This design comes from an exercise in tuning for small area, a short achievable clock period and few clock cycles per item on the open sky130 flow, not from production work.
No functional check of the RTL was part of any run shown here.

**flow/config.mk**
```make
export PLATFORM = sky130hd
export DESIGN_NAME = joystick_axes_to_cursor_motion_unit
export DESIGN_NICKNAME = joystick_axes_to_cursor_motion_unit
export VERILOG_FILES = /design/flow/design.v
export SDC_FILE = /design/flow/constraint.sdc
export NUM_CORES = 4
export LEC_CHECK = 0
export CAP_MARGIN = 20
export CORE_MARGIN = 2
export CORE_UTILIZATION = 40
export SLEW_MARGIN = 20
```
**flow/constraint.sdc**
```tcl
create_clock -name core_clock -period 8.0 [get_ports {clk}]
set_input_delay 1.6000 -clock core_clock [delete_from_list [all_inputs] [get_ports {clk}]]
set_output_delay 1.6000 -clock core_clock [all_outputs]
set_load 0.01 [all_outputs]
```
**flow/design.v**
```verilog
package jac_pkg;
    localparam int ADC_BITS_DEF = 10;
    localparam int SPD_W        = 8;
    localparam int NUM_AXES     = 4;
    localparam int OUT_W        = 40;
    localparam logic [6:0] TICK_MAX       = 7'd127;
    localparam logic [6:0] INTERVAL_RESET = 7'd100;
    localparam logic [7:0] MAX_SPEED_RESET = 8'd2;
    localparam logic [7:0] SPEED_DIV_RESET = 8'd20;
    localparam int LANE_LAT = 9;
endpackage
module jac_axis_lane (
    input  logic       clk,
    input  logic [9:0] sample,
    input  logic [9:0] origin,
    input  logic [9:0] axis_min,
    input  logic [9:0] axis_max,
    input  logic [7:0] ms1,          
    input  logic [9:0] ms3,          
    input  logic [7:0] dv1,          
    input  logic [9:0] dv3,          
    output logic [7:0] speed,
    output logic       neg,
    output logic [7:0] uprod         
);
    localparam logic [6:0] PCT_FULL = 7'd100;
    function automatic logic fix(input logic a, input logic zero, input logic clamp,
                                 input int j);
        fix = zero ? 1'b0 : (clamp ? PCT_FULL[j] : a);
    endfunction
    function automatic logic [8:0] qstep4(input logic [6:0] rem, input logic [1:0] bb,
                                          input logic [7:0] d1, input logic [9:0] d3);
        logic [9:0]  t;
        logic [10:0] s1, s2, s3;
        logic [1:0]  k;
        logic [9:0]  r;
        t  = {1'b0, rem, bb};
        s1 = {1'b0, t} - {3'b0, d1};
        s2 = {1'b0, t} - {2'b0, d1, 1'b0};
        s3 = {1'b0, t} - {1'b0, d3};
        if (!s3[10])      begin k = 2'd3; r = s3[9:0]; end
        else if (!s2[10]) begin k = 2'd2; r = s2[9:0]; end
        else if (!s1[10]) begin k = 2'd1; r = s1[9:0]; end
        else              begin k = 2'd0; r = t;       end
        qstep4 = {k, r[6:0]};
    endfunction
    logic [10:0] a_diff, a_ndiff, a_sn, a_sp;
    logic        a_neg;
    always_comb
    begin
        a_diff  = {1'b0, sample} - {1'b0, origin};
        a_ndiff = {1'b0, origin} - {1'b0, sample};
        a_sn    = {1'b0, origin} - {1'b0, axis_min};
        a_sp    = {1'b0, axis_max} - {1'b0, origin};
        a_neg   = a_diff[10];
    end
    logic [9:0]  ra_dlt;
    logic [10:0] ra_spn;
    logic        ra_neg;
    always_ff @(posedge clk)
    begin
        ra_dlt <= a_neg ? a_ndiff[9:0] : a_diff[9:0];
        ra_spn <= a_neg ? a_sn : a_sp;
        ra_neg <= a_neg;
    end
    logic        b_zero, b_clamp, b_a6;
    logic [10:0] b_cmp;
    logic [17:0] b_n, b_t;
    logic [11:0] b_sp3;
    always_comb
    begin
        b_zero  = ra_spn[10] || (ra_spn[9:0] == 10'd0);
        b_cmp   = {1'b0, ra_dlt} - {1'b0, ra_spn[9:0]};
        b_clamp = !b_cmp[10];
        b_n     = {2'b0, ra_dlt, 6'd0} + {3'b0, ra_dlt, 5'd0} + {6'b0, ra_dlt, 2'd0};
        b_t     = {2'b0, ra_dlt, 6'd0} + {3'b0, ra_dlt, 5'd0} + {6'b0, ra_dlt, 2'd0}
                - {2'b0, ra_spn[9:0], 6'd0};
        b_a6    = !b_t[17];
        b_sp3   = {2'b0, ra_spn[9:0]} + {1'b0, ra_spn[9:0], 1'b0};
    end
    logic [15:0] rb_r;
    logic [9:0]  rb_sp;
    logic [11:0] rb_sp3;
    logic        rb_neg, rb_zero, rb_clamp, rb_a6;
    always_ff @(posedge clk)
    begin
        rb_r     <= b_a6 ? b_t[15:0] : b_n[15:0];
        rb_sp    <= ra_spn[9:0];
        rb_sp3   <= b_sp3;
        rb_neg   <= ra_neg;
        rb_zero  <= b_zero;
        rb_clamp <= b_clamp;
        rb_a6    <= fix(b_a6, b_zero, b_clamp, 6);
    end
    function automatic logic [13:0] pstep4(input logic [11:0] hi, input logic [9:0] sp,
                                           input logic [11:0] sp3);
        logic [12:0] s1, s2, s3;
        logic [1:0]  k;
        logic [11:0] r;
        s1 = {1'b0, hi} - {3'b0, sp};
        s2 = {1'b0, hi} - {2'b0, sp, 1'b0};
        s3 = {1'b0, hi} - {1'b0, sp3};
        if (!s3[12])      begin k = 2'd3; r = s3[11:0]; end
        else if (!s2[12]) begin k = 2'd2; r = s2[11:0]; end
        else if (!s1[12]) begin k = 2'd1; r = s1[11:0]; end
        else              begin k = 2'd0; r = hi;       end
        pstep4 = {k, r};
    endfunction
    logic [13:0] d1_p;
    logic [1:0]  d1_a;
    logic [8:0]  d1_q;
    always_comb
    begin
        d1_p = pstep4(rb_r[15:4], rb_sp, rb_sp3);
        d1_a = {fix(d1_p[13], rb_zero, rb_clamp, 5), fix(d1_p[12], rb_zero, rb_clamp, 4)};
        d1_q = qstep4(7'd0, {1'b0, rb_a6}, dv1, dv3);
    end
    logic [13:0] r1_r;
    logic [9:0]  r1_sp;
    logic [11:0] r1_sp3;
    logic        r1_neg, r1_zero, r1_clamp, r1_a6;
    logic [1:0]  r1_a;
    logic [6:0]  r1_qr;
    logic        r1_q;
    always_ff @(posedge clk)
    begin
        r1_r     <= {d1_p[9:0], rb_r[3:0]};
        r1_sp    <= rb_sp;
        r1_sp3   <= rb_sp3;
        r1_neg   <= rb_neg;
        r1_zero  <= rb_zero;
        r1_clamp <= rb_clamp;
        r1_a6    <= rb_a6;
        r1_a     <= d1_a;
        r1_qr    <= d1_q[6:0];
        r1_q     <= d1_q[7];
    end
    logic [13:0] d2_p;
    logic [1:0]  d2_a;
    logic [8:0]  d2_q;
    logic [10:0] d2_z;
    always_comb
    begin
        d2_p = pstep4(r1_r[13:2], r1_sp, r1_sp3);
        d2_a = {fix(d2_p[13], r1_zero, r1_clamp, 3), fix(d2_p[12], r1_zero, r1_clamp, 2)};
        d2_q = qstep4(r1_qr, r1_a, dv1, dv3);
        d2_z = (r1_a6 ? {1'b0, ms1, 2'b0} : 11'd0)
             + (r1_a == 2'd3 ? {1'b0, ms3} : r1_a == 2'd2 ? {2'b0, ms1, 1'b0}
                : r1_a == 2'd1 ? {3'b0, ms1} : 11'd0);
    end
    logic [11:0] r2_r;
    logic [9:0]  r2_sp;
    logic [11:0] r2_sp3;
    logic        r2_neg, r2_zero, r2_clamp;
    logic [1:0]  r2_a;
    logic [6:0]  r2_qr;
    logic [2:0]  r2_q;
    logic [10:0] r2_z;
    always_ff @(posedge clk)
    begin
        r2_r     <= {d2_p[9:0], r1_r[1:0]};
        r2_sp    <= r1_sp;
        r2_sp3   <= r1_sp3;
        r2_neg   <= r1_neg;
        r2_zero  <= r1_zero;
        r2_clamp <= r1_clamp;
        r2_a     <= d2_a;
        r2_qr    <= d2_q[6:0];
        r2_q     <= {r1_q, d2_q[8:7]};
        r2_z     <= d2_z;
    end
    logic [13:0] d3_p;
    logic [1:0]  d3_a;
    logic [8:0]  d3_q;
    logic [12:0] d3_z;
    always_comb
    begin
        d3_p = pstep4(r2_r, r2_sp, r2_sp3);
        d3_a = {fix(d3_p[13], r2_zero, r2_clamp, 1), fix(d3_p[12], r2_zero, r2_clamp, 0)};
        d3_q = qstep4(r2_qr, r2_a, dv1, dv3);
        d3_z = {r2_z, 2'b0}
             + (r2_a == 2'd3 ? {3'b0, ms3} : r2_a == 2'd2 ? {4'b0, ms1, 1'b0}
                : r2_a == 2'd1 ? {5'b0, ms1} : 13'd0);
    end
    logic        r3_neg;
    logic [1:0]  r3_a;
    logic [6:0]  r3_qr;
    logic [4:0]  r3_q;
    logic [12:0] r3_z;
    always_ff @(posedge clk)
    begin
        r3_neg <= r2_neg;
        r3_a   <= d3_a;
        r3_qr  <= d3_q[6:0];
        r3_q   <= {r2_q, d3_q[8:7]};
        r3_z   <= d3_z;
    end
    logic [8:0]  d4_q;
    logic [14:0] d4_z;
    always_comb
    begin
        d4_q = qstep4(r3_qr, r3_a, dv1, dv3);
        d4_z = {r3_z, 2'b0}
             + (r3_a == 2'd3 ? {5'b0, ms3} : r3_a == 2'd2 ? {6'b0, ms1, 1'b0}
                : r3_a == 2'd1 ? {7'b0, ms1} : 15'd0);
    end
    logic        r4_neg;
    logic [6:0]  r4_q;
    logic [14:0] r4_z;
    always_ff @(posedge clk)
    begin
        r4_neg <= r3_neg;
        r4_q   <= {r3_q, d4_q[8:7]};
        r4_z   <= d4_z;
    end
    logic [18:0] f1_xa;
    logic [17:0] f1_xb;
    always_comb
    begin
        f1_xa = 19'(r4_z) * 19'(r4_q[3:0]);
        f1_xb = 18'(r4_z) * 18'(r4_q[6:4]);
    end
    logic        r5_neg, r5_sat;
    logic [13:0] r5_xa;
    logic [9:0]  r5_xb;
    always_ff @(posedge clk)
    begin
        r5_neg <= r4_neg;
        r5_sat <= (f1_xa[18:14] != 5'd0) || (f1_xb[17:10] != 8'd0);
        r5_xa  <= f1_xa[13:0];
        r5_xb  <= f1_xb[9:0];
    end
    logic [14:0] f2_x;
    always_comb
        f2_x = {1'b0, r5_xb, 4'd0} + {1'b0, r5_xa};
    logic        r6_neg, r6_sat;
    logic [13:0] r6_x;
    always_ff @(posedge clk)
    begin
        r6_neg <= r5_neg;
        r6_sat <= r5_sat || (f2_x >= 15'd12800);
        r6_x   <= f2_x[13:0];
    end
    logic [22:0] g_p;
    always_comb
        g_p = {11'd0, r6_x[13:2]} * 23'd1311;
    logic [6:0] r7_s;
    logic       r7_neg;
    always_ff @(posedge clk)
    begin
        r7_s   <= r6_sat ? 7'd127 : g_p[21:15];
        r7_neg <= r6_neg;
    end
    always_comb
    begin
        speed = r7_neg ? 8'(-{1'b0, r7_s}) : {1'b0, r7_s};
        neg   = r7_neg;
        uprod = 8'({1'b0, r7_s} * dv1);
    end
endmodule
import jac_pkg::*;
module joystick_axes_to_cursor_motion_unit #(
    parameter int ADC_BITS = jac_pkg::ADC_BITS_DEF
) (
    input  logic                          clk,
    input  logic                          rst_n,
    input  logic                          s_axis_tvalid,
    output logic                          s_axis_tready,
    input  logic [((4*ADC_BITS+8)/8)*8-1:0] s_axis_tdata,
    output logic                          m_axis_tvalid,
    input  logic                          m_axis_tready,
    output logic [jac_pkg::OUT_W-1:0]     m_axis_tdata,
    input  logic                          cfg_we,
    input  logic [2:0]                    cfg_addr,
    input  logic [(ADC_BITS > 8 ? ADC_BITS : 8)-1:0] cfg_data
);
    localparam int QD = 4;               
    localparam int RC_LAST = LANE_LAT + NUM_AXES;
    logic [9:0] origin_reg [NUM_AXES];
    logic [9:0] amin_reg, amax_reg;
    logic [7:0] max_speed_reg, speed_div_reg;
    logic [6:0] ticks_reg, interval_reg;
    logic       rdy_reg;
    logic       pend_reg;            
    logic [3:0] rcnt_reg;            
    logic       ivl_wait_reg;        
    logic       allow1_reg;          
    logic       res_busy_reg;        
    logic       res_done_reg;        
    logic [QD-1:0] q_upd, q_prs;
    logic [2:0]    q_cnt;
    logic          out_valid_reg, out_upd_reg, out_prs_reg;
    logic [9:0]  smp_reg [NUM_AXES];
    logic [7:0]  spd_reg [NUM_AXES];
    logic [7:0]  ux_reg, uy_reg;     
    logic        nx_reg, ny_reg;     
    logic [3:0]  flag_reg;           
    logic [1:0]  feed_idx;
    logic [7:0]  lane_speed, lane_uprod;
    logic        lane_neg;
    logic [7:0]  dv1_reg;            
    logic [9:0]  dv3_reg, ms3_reg;   
    assign feed_idx = 2'(rcnt_reg - 4'd1);
    always_ff @(posedge clk)
    begin
        dv1_reg <= (speed_div_reg == 8'd0) ? 8'd1 : speed_div_reg;
        dv3_reg <= (speed_div_reg == 8'd0) ? 10'd3
                 : {2'b0, speed_div_reg} + {1'b0, speed_div_reg, 1'b0};
        ms3_reg <= {2'b0, max_speed_reg} + {1'b0, max_speed_reg, 1'b0};
    end
    jac_axis_lane u_lane (
        .clk       (clk),
        .sample    (smp_reg[feed_idx]),
        .origin    (origin_reg[feed_idx]),
        .axis_min  (amin_reg),
        .axis_max  (amax_reg),
        .ms1       (max_speed_reg),
        .ms3       (ms3_reg),
        .dv1       (dv1_reg),
        .dv3       (dv3_reg),
        .speed     (lane_speed),
        .neg       (lane_neg),
        .uprod     (lane_uprod)
    );
    logic       in_fire, report;
    logic [6:0] ticks_inc;
    logic       out_take, out_load, rpt_take, feed_go, res_last;
    logic       head_ok;
    logic [2:0] q_cnt_next;
    logic [QD-1:0] q_upd_next, q_prs_next;
    logic       ivl_wait_next, allow1_next;
    logic [7:0] m_sel, m_mag, vx, vy;
    logic [6:0] ivl_new;
    always_comb
    begin
        in_fire   = s_axis_tvalid && rdy_reg;
        ticks_inc = (ticks_reg == TICK_MAX) ? TICK_MAX : ticks_reg + 7'd1;
        report    = ticks_inc > interval_reg;
        out_take  = out_valid_reg && m_axis_tready;
        rpt_take  = out_take && out_upd_reg;
        res_last  = rcnt_reg == 4'(RC_LAST);
        head_ok   = (q_cnt != 3'd0) && (!q_upd[0] || res_done_reg || res_last);
        out_load  = head_ok && (!out_valid_reg || m_axis_tready);
        feed_go   = pend_reg && (!res_busy_reg || rpt_take);
        q_upd_next = q_upd;
        q_prs_next = q_prs;
        q_cnt_next = q_cnt;
        if (out_load)
        begin
            q_upd_next = q_upd >> 1;
            q_prs_next = q_prs >> 1;
            q_cnt_next = q_cnt - 3'd1;
        end
        if (in_fire)
        begin
            q_upd_next[q_cnt_next[1:0]] = report;
            q_prs_next[q_cnt_next[1:0]] = !s_axis_tdata[NUM_AXES*ADC_BITS];
            q_cnt_next = q_cnt_next + 3'd1;
        end
        ivl_wait_next = ivl_wait_reg;
        allow1_next   = allow1_reg;
        if (rcnt_reg == 4'(LANE_LAT + 3))
            ivl_wait_next = 1'b0;
        if (in_fire)
        begin
            if (report)
            begin
                ivl_wait_next = 1'b1;
                allow1_next   = 1'b1;
            end
            else
                allow1_next   = 1'b0;
        end
        m_sel   = (ux_reg != 8'd0) ? ux_reg : uy_reg;
        m_mag   = m_sel[7] ? 8'(-m_sel) : m_sel;
        ivl_new = (m_mag >= 8'd100) ? 7'd1 : 7'(8'd100 - m_mag);
        vx      = nx_reg ? 8'(-ux_reg) : ux_reg;
        vy      = ny_reg ? 8'(-uy_reg) : uy_reg;
    end
    always_ff @(posedge clk or negedge rst_n)
    begin
        if (!rst_n)
        begin
            ticks_reg     <= '0;
            interval_reg  <= INTERVAL_RESET;
            rdy_reg       <= 1'b1;
            pend_reg      <= 1'b0;
            rcnt_reg      <= '0;
            ivl_wait_reg  <= 1'b0;
            allow1_reg    <= 1'b0;
            res_busy_reg  <= 1'b0;
            res_done_reg  <= 1'b0;
            q_upd         <= '0;
            q_prs         <= '0;
            q_cnt         <= '0;
            out_valid_reg <= 1'b0;
            out_upd_reg   <= 1'b0;
            out_prs_reg   <= 1'b0;
            for (int i = 0; i < NUM_AXES; i++)
                origin_reg[i] <= 10'd512;
            amin_reg      <= '0;
            amax_reg      <= 10'd1023;
            max_speed_reg <= MAX_SPEED_RESET;
            speed_div_reg <= SPEED_DIV_RESET;
        end
        else
        begin
            if (in_fire)
                ticks_reg <= report ? 7'd0 : ticks_inc;
            if (rcnt_reg == 4'(LANE_LAT + 3) && (ux_reg != 8'd0 || uy_reg != 8'd0))
                interval_reg <= ivl_new;
            rdy_reg      <= (q_cnt_next < 3'(QD)) && (!ivl_wait_next || allow1_next);
            ivl_wait_reg <= ivl_wait_next;
            allow1_reg   <= allow1_next;
            if (in_fire && report)
                pend_reg <= 1'b1;
            else if (feed_go)
                pend_reg <= 1'b0;
            if (feed_go)
                rcnt_reg <= 4'd1;
            else if (rcnt_reg == 4'(RC_LAST))
                rcnt_reg <= 4'd0;
            else if (rcnt_reg != 4'd0)
                rcnt_reg <= rcnt_reg + 4'd1;
            if (feed_go)
                res_busy_reg <= 1'b1;
            else if (rpt_take)
                res_busy_reg <= 1'b0;
            if (out_load && q_upd[0])
                res_done_reg <= 1'b0;
            else if (res_last)
                res_done_reg <= 1'b1;
            q_upd <= q_upd_next;
            q_prs <= q_prs_next;
            q_cnt <= q_cnt_next;
            if (out_load)
            begin
                out_valid_reg <= 1'b1;
                out_upd_reg   <= q_upd[0];
                out_prs_reg   <= q_prs[0];
            end
            else if (m_axis_tready)
                out_valid_reg <= 1'b0;
            if (cfg_we)
            begin
                case (cfg_addr)
                    3'd0: origin_reg[0] <= cfg_data[9:0];
                    3'd1: origin_reg[1] <= cfg_data[9:0];
                    3'd2: origin_reg[2] <= cfg_data[9:0];
                    3'd3: origin_reg[3] <= cfg_data[9:0];
                    3'd4: amin_reg      <= cfg_data[9:0];
                    3'd5: amax_reg      <= cfg_data[9:0];
                    3'd6: max_speed_reg <= cfg_data[7:0];
                    3'd7: speed_div_reg <= cfg_data[7:0];
                    default: ;
                endcase
            end
        end
    end
    always_ff @(posedge clk)
    begin
        if (in_fire && report)
            for (int i = 0; i < NUM_AXES; i++)
                smp_reg[i] <= s_axis_tdata[i*ADC_BITS +: ADC_BITS];
        for (int i = 0; i < NUM_AXES; i++)
            if (rcnt_reg == 4'(LANE_LAT + 1 + i))
                spd_reg[i] <= lane_speed;
        if (rcnt_reg == 4'(LANE_LAT + 1))
        begin
            ux_reg <= lane_uprod;
            nx_reg <= lane_neg;
        end
        if (rcnt_reg == 4'(LANE_LAT + 2))
        begin
            uy_reg <= lane_uprod;
            ny_reg <= lane_neg;
        end
        if (rcnt_reg == 4'(LANE_LAT + 3))
            flag_reg <= {$signed(vy) < -8'sd5, $signed(vy) > 8'sd5,
                         $signed(vx) < -8'sd5, $signed(vx) > 8'sd5};
    end
    assign s_axis_tready = rdy_reg;
    assign m_axis_tvalid = out_valid_reg;
    assign m_axis_tdata  = out_upd_reg
        ? {2'b00, 1'b1, out_prs_reg, flag_reg,
           spd_reg[3], spd_reg[2], spd_reg[1], spd_reg[0]}
        : {2'b00, 1'b0, out_prs_reg, 36'd0};
endmodule
```
**flow/run.sh**
```bash
#!/bin/bash
# synth_recipe.tcl (not shown) runs the flow's synth.tcl, then flattens the netlist and writes it again
# the make line also repeats each setting of config.mk as NAME=value (left out here)
make -C /OpenROAD-flow-scripts/flow DESIGN_CONFIG=/design/flow/config.mk WORK_HOME=/design/flow/orfs CLKGATE_MAP_FILE= SYNTH_SCRIPT=/design/flow/synth_recipe.tcl finish
```
==> results of run 1 <==
-- cell families after synthesis --
family | synth area share (%)
AND/OR/NAND/NOR | 11.5
AO/OA/AOI/OAI | 12.3
adder cells (fa/ha/maj) | 24.2
flip-flops | 33.8
buffers and inverters | 5.32
XOR/XNOR | 5.90
multiplexers | 7.04
other | 0.0110
-- worst max path at each step --
| stage | to | slack [ns] | start |
|---|---|---|---|
| 2_1_floorplan | u_lane.r7_s[6]$_SDFF_PP1_ | 3.23 | u_lane.r6_x[11]$_DFF_P_ |
| 3_3_place_gp | u_lane.r7_s[6]$_SDFF_PP1_ | 2.80 | u_lane.r6_x[11]$_DFF_P_ |
| 3_5_place_dp | u_lane.rb_r[10]$_DFF_P_ | 2.74 | u_lane.ra_dlt[1]$_DFF_P_ |
| 4_1_cts | u_lane.rb_r[7]$_DFF_P_ | 2.73 | u_lane.ra_dlt[1]$_DFF_P_ |
| 5_1_grt | u_lane.rb_r[7]$_DFF_P_ | 2.33 | u_lane.ra_dlt[1]$_DFF_P_ |
| 6_report | u_lane.rb_r[7]$_DFF_P_ | 2.73 | u_lane.ra_dlt[1]$_DFF_P_ |
-- per-stage QoR --
step / hold WS, ns / utilization (%) / setup WS [ns]
finish: 0.298 / 45.3 / 2.73
floorplan: 0.310 / - / 3.23
global route: 0.311 / 45.3 / 2.33
detailed placement: 0.312 / 43.2 / 2.74
global placement: 0.310 / 43.2 / 2.80
CTS: 0.298 / 45.3 / 2.73
-- cell type report --
| type | instances | area (um^2) |
|---|---|---|
| well taps | 1134 | 1420 |
| multi-input cells | 2429 | 20700 |
| inverters | 401 | 1510 |
| flip-flops and latches | 497 | 11500 |
| clock buffers | 67 | 1440 |
| fillers | 7949 | 45900 |
| repair buffers | 113 | 1090 |
| clock inverters | 36 | 389 |
-- per-layer routing --
layer	global-route usage (%)	share of wire [%]	vias to the layer above
met5	0	0	-
met4	3.75	2.0	0
met3	2.18	2.9	83
met2	27.4	46	233
met1	21.8	49	10900
li1	-	-	11900
-- cells in the mapped netlist, drive strengths merged (58+ instances only) --
cell type and instances:
ha 467, inv 399, dfxtp 289, nand2 186, a21oi 178, o21ai 163
nor2 159, xnor2 157, and2 130, fa 119, mux2 104, edfxtp 94
dfrtp 93, a21o 81, mux2i 74, xor2 71, nor2b 61, nand2b 58
==> results.ini, run 1 <==
[outcome]
status=finished clean

[sta]
skew_ns=0.0603
period_share_pct=65.9
rsz0062_at_grt=false
clock.fmax_ghz=0.190
maxSlewViolCount=0
setup_viol=0
finalSetupTns_ns=0
hold_viol=0
finalCriticalPeriod_ns=5.27
slew_headroom_pct=24.7
tightest_slew_ns=1.13

[worst_setup_path]
end_kind=register
cp_data_arrival_time_ns=5.78
r2r-end=u_lane.rb_r[7]$_DFF_P_
critPathRequiredTime_ns=8.50
critPathMaxStageDelay_ns=0.62
cp_top_family=simple AND/OR/NAND/NOR gates
crit_type=register to register
r2r_slack_ns=2.73
critPathMaxFanout=11
r2r_start=u_lane.ra_dlt[1]$_DFF_P_
rr_worst_depth=20
cpMostUsedCell=ha_1
cp_slowest_cell=nand4_1
path_depth=20
start_kind=register
crit_chain=ha_1 -> inv_1 -> fa_1 -> nor2b_1 -> o21a_1 -> nor2_1 -> xnor2_1 -> ha_1 -> a21o_1 -> o21a_1 -> o21ai_0 -> nor3_1 -> xor2_1 -> ha_1 -> nand3_1 -> o2111ai_1 -> nor2b_1 -> nand4_1 -> nand4_1 -> mux2_4
cp_num_buf_inv=1

[synthesis]
ys_ff_latch=497
yosysSeqAreaShare_pct=33.8
synth_largest_area_cell=ha_1
synth_flop_cell=dfxtp_1
synth-edff-count=94
ys_warn_count=8
synth_top_area_share_pct=17.2
synth_area_leaders=ha_1, dfxtp_1, edfxtp_1
synth.cell_area_um2=34000
synth-async-reset-ratio_pct=22.9
netlist_instances=3393
avgSynthCellArea_um2=10.0
synth_cell_type_count=91

[finish]
layout_common_cells=ha_1, inv_1, dfxtp_1
drive_above_1_share_pct=8.33
finalInstanceArea_um2=38100
syn2layout_area_growth_pct=11.9
nets=4149
antenna_cells=0
layout_commonest_cell=ha_1
final_cells=4677

[floorplanning]
die_x_um=296
die_y_um=296
pin_count=108
placementRows=106
initial_core_util_pct=40.5
core_area_um2=84000
die-area_um2=87300

[place]
dpl_cell_area_um2=36200
dpl.cell_count=4574
routabilityCongestion=0.822
port_buffers=98
place_hpwl_mm=54.4

[worst_hold_path]
holdPathStages=0
worst_hold_path_type=register to register
hp-start=u_lane.rb_r[2]$_DFF_P_
hold_end=u_lane.r1_r[2]$_DFF_P_

[clocking]
clock_path_buffers=3
clk_latency_ns=0.64
clk_pin_slew_worst_paths_ns=0.06
numClockSinks=497
numCtsBuffers=55
htree_levels=2
cts_root_buf=clkbuf_16
cts_setup_buffers=0
cts_tree=done
hold_buffers=0
cts_resized=0

[job]
drv_cap=0

[detailed_routing]
viasPerCell=4.93
ant_nets=0
firstDrtPassIters=5
wire_per_inst_um=14.7
first_iter_violations=896
wirelength_mm=68.7
via_count=23100
drc=0

[global_routing]
grt_max_degree=72
grt-ovfl-total=0
grt_util_all_layers_pct=16.1
grt_pass1_wl_mm=116
grt_pass1_vias=23500
antenna_found_initial=1

==> run 2: changes to the inputs <==
--- a/flow/config.mk
+++ b/flow/config.mk
@@ -9,3 +9,4 @@
 export CORE_MARGIN = 2
 export CORE_UTILIZATION = 40
+export SETUP_SLACK_MARGIN = 4.0
 export SLEW_MARGIN = 20
==> run 2 against run 1 <==
Clock skew shrank 0.011 ns. Die area is the same. Highest routed layer unchanged. Via count grew 1.4%. Area after synthesis is the same. Core utilization grew 1.2 points. First-iteration DRC count grew 0.11%. Still clean. Critical path depth shrank 1.
==> results.ini, run 2 <==
[clocking]
hold_buffers=0
cts_tree=done
clock_path_buffers=3
numClockSinks=497
clk_latency_ns=0.64
cts_root_buf=clkbuf_16
numCtsBuffers=54
clk_pin_slew_worst_paths_ns=0.06
htree_levels=2

[detailed_routing]
wire_per_inst_um=15.0
firstDrtPassIters=5
first_iter_violations=897
drc=0
viasPerCell=4.94
ant_nets=0
via_count=23400
wirelength_mm=71.0

[floorplanning]
die_x_um=296
die-area_um2=87300
core_area_um2=84000
die_y_um=296
pin_count=108
placementRows=106
initial_core_util_pct=40.5

[synthesis]
netlist_instances=3393
synth_flop_cell=dfxtp_1
synth-edff-count=94
ys_top_cells_by_count=ha_1, inv_1, dfxtp_1
synth-async-reset-ratio_pct=22.9
yosysSeqAreaShare_pct=33.8
synth.cell_area_um2=34000
synth_largest_area_cell=ha_1
synth_top_area_share_pct=17.2
ys_warn_count=8
avgSynthCellArea_um2=10.0
post-synth-top-count-cell=ha_1
synth_area_leaders=ha_1, dfxtp_1, edfxtp_1
synth_cell_type_count=91
ys_ff_latch=497

[finish]
fin_util_pct=46.5
nFillCells=7860
nets=4204
regArea_um2=11500
drive_above_1_share_pct=12.3
syn2layout_area_growth_pct=14.8
layout_common_cells=ha_1, inv_1, dfxtp_1
multi_input_area_um2=21200
antenna_cells=0
layout_commonest_cell=ha_1

[global_routing]
grt_pass1_vias=23600
grt-ovfl-total=0
grt_pass1_wl_mm=119
grt_util_all_layers_pct=16.6
grt_max_degree=64
antenna_found_initial=0

[worst_setup_path]
crit_type=register to register
r2r_start=u_lane.r6_x[8]$_DFF_P_
cp_num_buf_inv=4
critPathMaxStageDelay_ns=0.52
cp_data_arrival_time_ns=4.98
end_kind=register
crit_chain=inv_4 -> fa_1 -> inv_1 -> ha_2 -> inv_2 -> fa_1 -> fa_1 -> fa_1 -> inv_1 -> ha_1 -> o21a_1 -> o21a_1 -> o21ai_2 -> a211oi_4 -> a41oi_2 -> nor2_2 -> o21a_1 -> o21a_1 -> o21ai_1
critPathMaxFanout=3
critPathRequiredTime_ns=8.56
start_kind=register
startpoint=u_lane.r6_x[8]$_DFF_P_
cp_slowest_cell=fa_1
cp_top_family=adder cells

[sta]
maxSlewViolCount=0
setup_viol=0
finalCriticalPeriod_ns=4.41
clock.fmax_ghz=0.227
fin_hold_ws_ns=0.310
hold_viol=0
tightest_slew_ns=0.818
rsz0062_at_grt=true
slew_headroom_pct=45.5
skew_ns=0.0495
period_share_pct=55.1
finalSetupTns_ns=0

[place]
place_hpwl_mm=54.9
port_buffers=98
routabilityCongestion=0.812

[job]
drv_cap=0

[outcome]
status=finished clean

[worst_hold_path]
worst_hold_path_type=register to register
hp-start=u_lane.rb_r[3]$_DFF_P_

[run 2: worst paths after layout]
check / endpoint / slack (ns) / depth (start not counted)
setup reg to reg: u_lane.r7_s[4]$_SDFF_PP1_ / 3.59 / 19
hold reg to reg: u_lane.r1_r[3]$_DFF_P_ / 0.31 / 0
setup / recovery: u_lane.r7_s[4]$_SDFF_PP1_ / 3.59 / 19
hold / removal: u_lane.r1_r[3]$_DFF_P_ / 0.31 / 0
max in group asynchronous: max_speed_reg[7]$_DFFE_PN0P_ / 5.69 / 2
min in group asynchronous: out_valid_reg$_DFFE_PN0P_ / 1.00 / 1
[run 2: area by class of cell]
class                      count  share of cell area [%]
clock inverter                23                   0.650
inverter                     401                    3.88
sequential                   497                    29.6
timing repair buffer         169                    4.10
tap                         1134                    3.63
clock buffer                  79                    4.00
multi-input combinational   2429                    54.2
[run 2: timing repair]
item / 4_1_cts / 5_1_grt
endpoints found under the setup margin: 69 / 28
setup buffers: 30 / 24
pin swaps: 26 / 27
cloned: 2 / 0
gates resized for setup: 49 / 45
[run 2: cell families (layout without fill, tap and decap cells)]
kind of cell               Yosys count  count (layout)  share of synthesized area [%]
and+or+nand+nor                    763             763                           11.5
AOI/OAI and AO/OA                  652             652                           12.3
adders and majority gates          586             586                           24.2
DFF                                497             497                           33.8
buffers and inverters              468             672                           5.32
xor gates and xnor gates           228             228                           5.90
muxes                              198             198                           7.04
other                                1               2                         0.0110
[run 2: per-layer routing]
metal / share of wire (%) / wire [um] / global-route usage, %
met1: 48 / 34300 / 22.6
met2: 47 / 33100 / 28.0
met3: 3.2 / 2250 / 2.26
met4: 1.9 / 1350 / 3.75
met5: 0 / 0 / 0
[run 2: through the flow]
| step | instances | cell area, um^2 | worst slack [ns] |
|---|---|---|---|
| after floorplan | 3394 | 34200 | 3.77 |
| after global placement | 4574 | 36400 | 3.13 |
| after detailed placement | 4574 | 36400 | 3.06 |
| after CTS | 4708 | 38600 | 3.54 |
| after global routing | 4732 | 39000 | 3.36 |
| final | 4732 | 39000 | 3.59 |

[what the ideal ports hide]
Ports are ideal in the flow. The routed layouts listed here were re-timed in OpenROAD. Step 1 assumes that a clkbuf_16 drives the clock port and a buf_2 every other input. Step 2 times the ports against the registers' clock, not the clock port: input delays grow and output delays shrink by t, the midpoint of the rising clock arrivals with the driver on. a / b / c = no drivers / after step 1 / after step 2; a / b = the first two.
| run | t, ns | setup WS [ns] | worst hold slack (ns) | worst register clock-pin slew, ns |
|---|---|---|---|---|
| run 1 | 0.676 | 2.726 / 2.726 / 2.726 | 0.298 / 0.298 / 0.298 | 0.07 / 0.07 |
| run 2 | 0.681 | 3.588 / 3.588 / 3.588 | 0.310 / 0.310 / 0.310 | 0.07 / 0.07 |
After both steps every run listed still meets setup and hold.
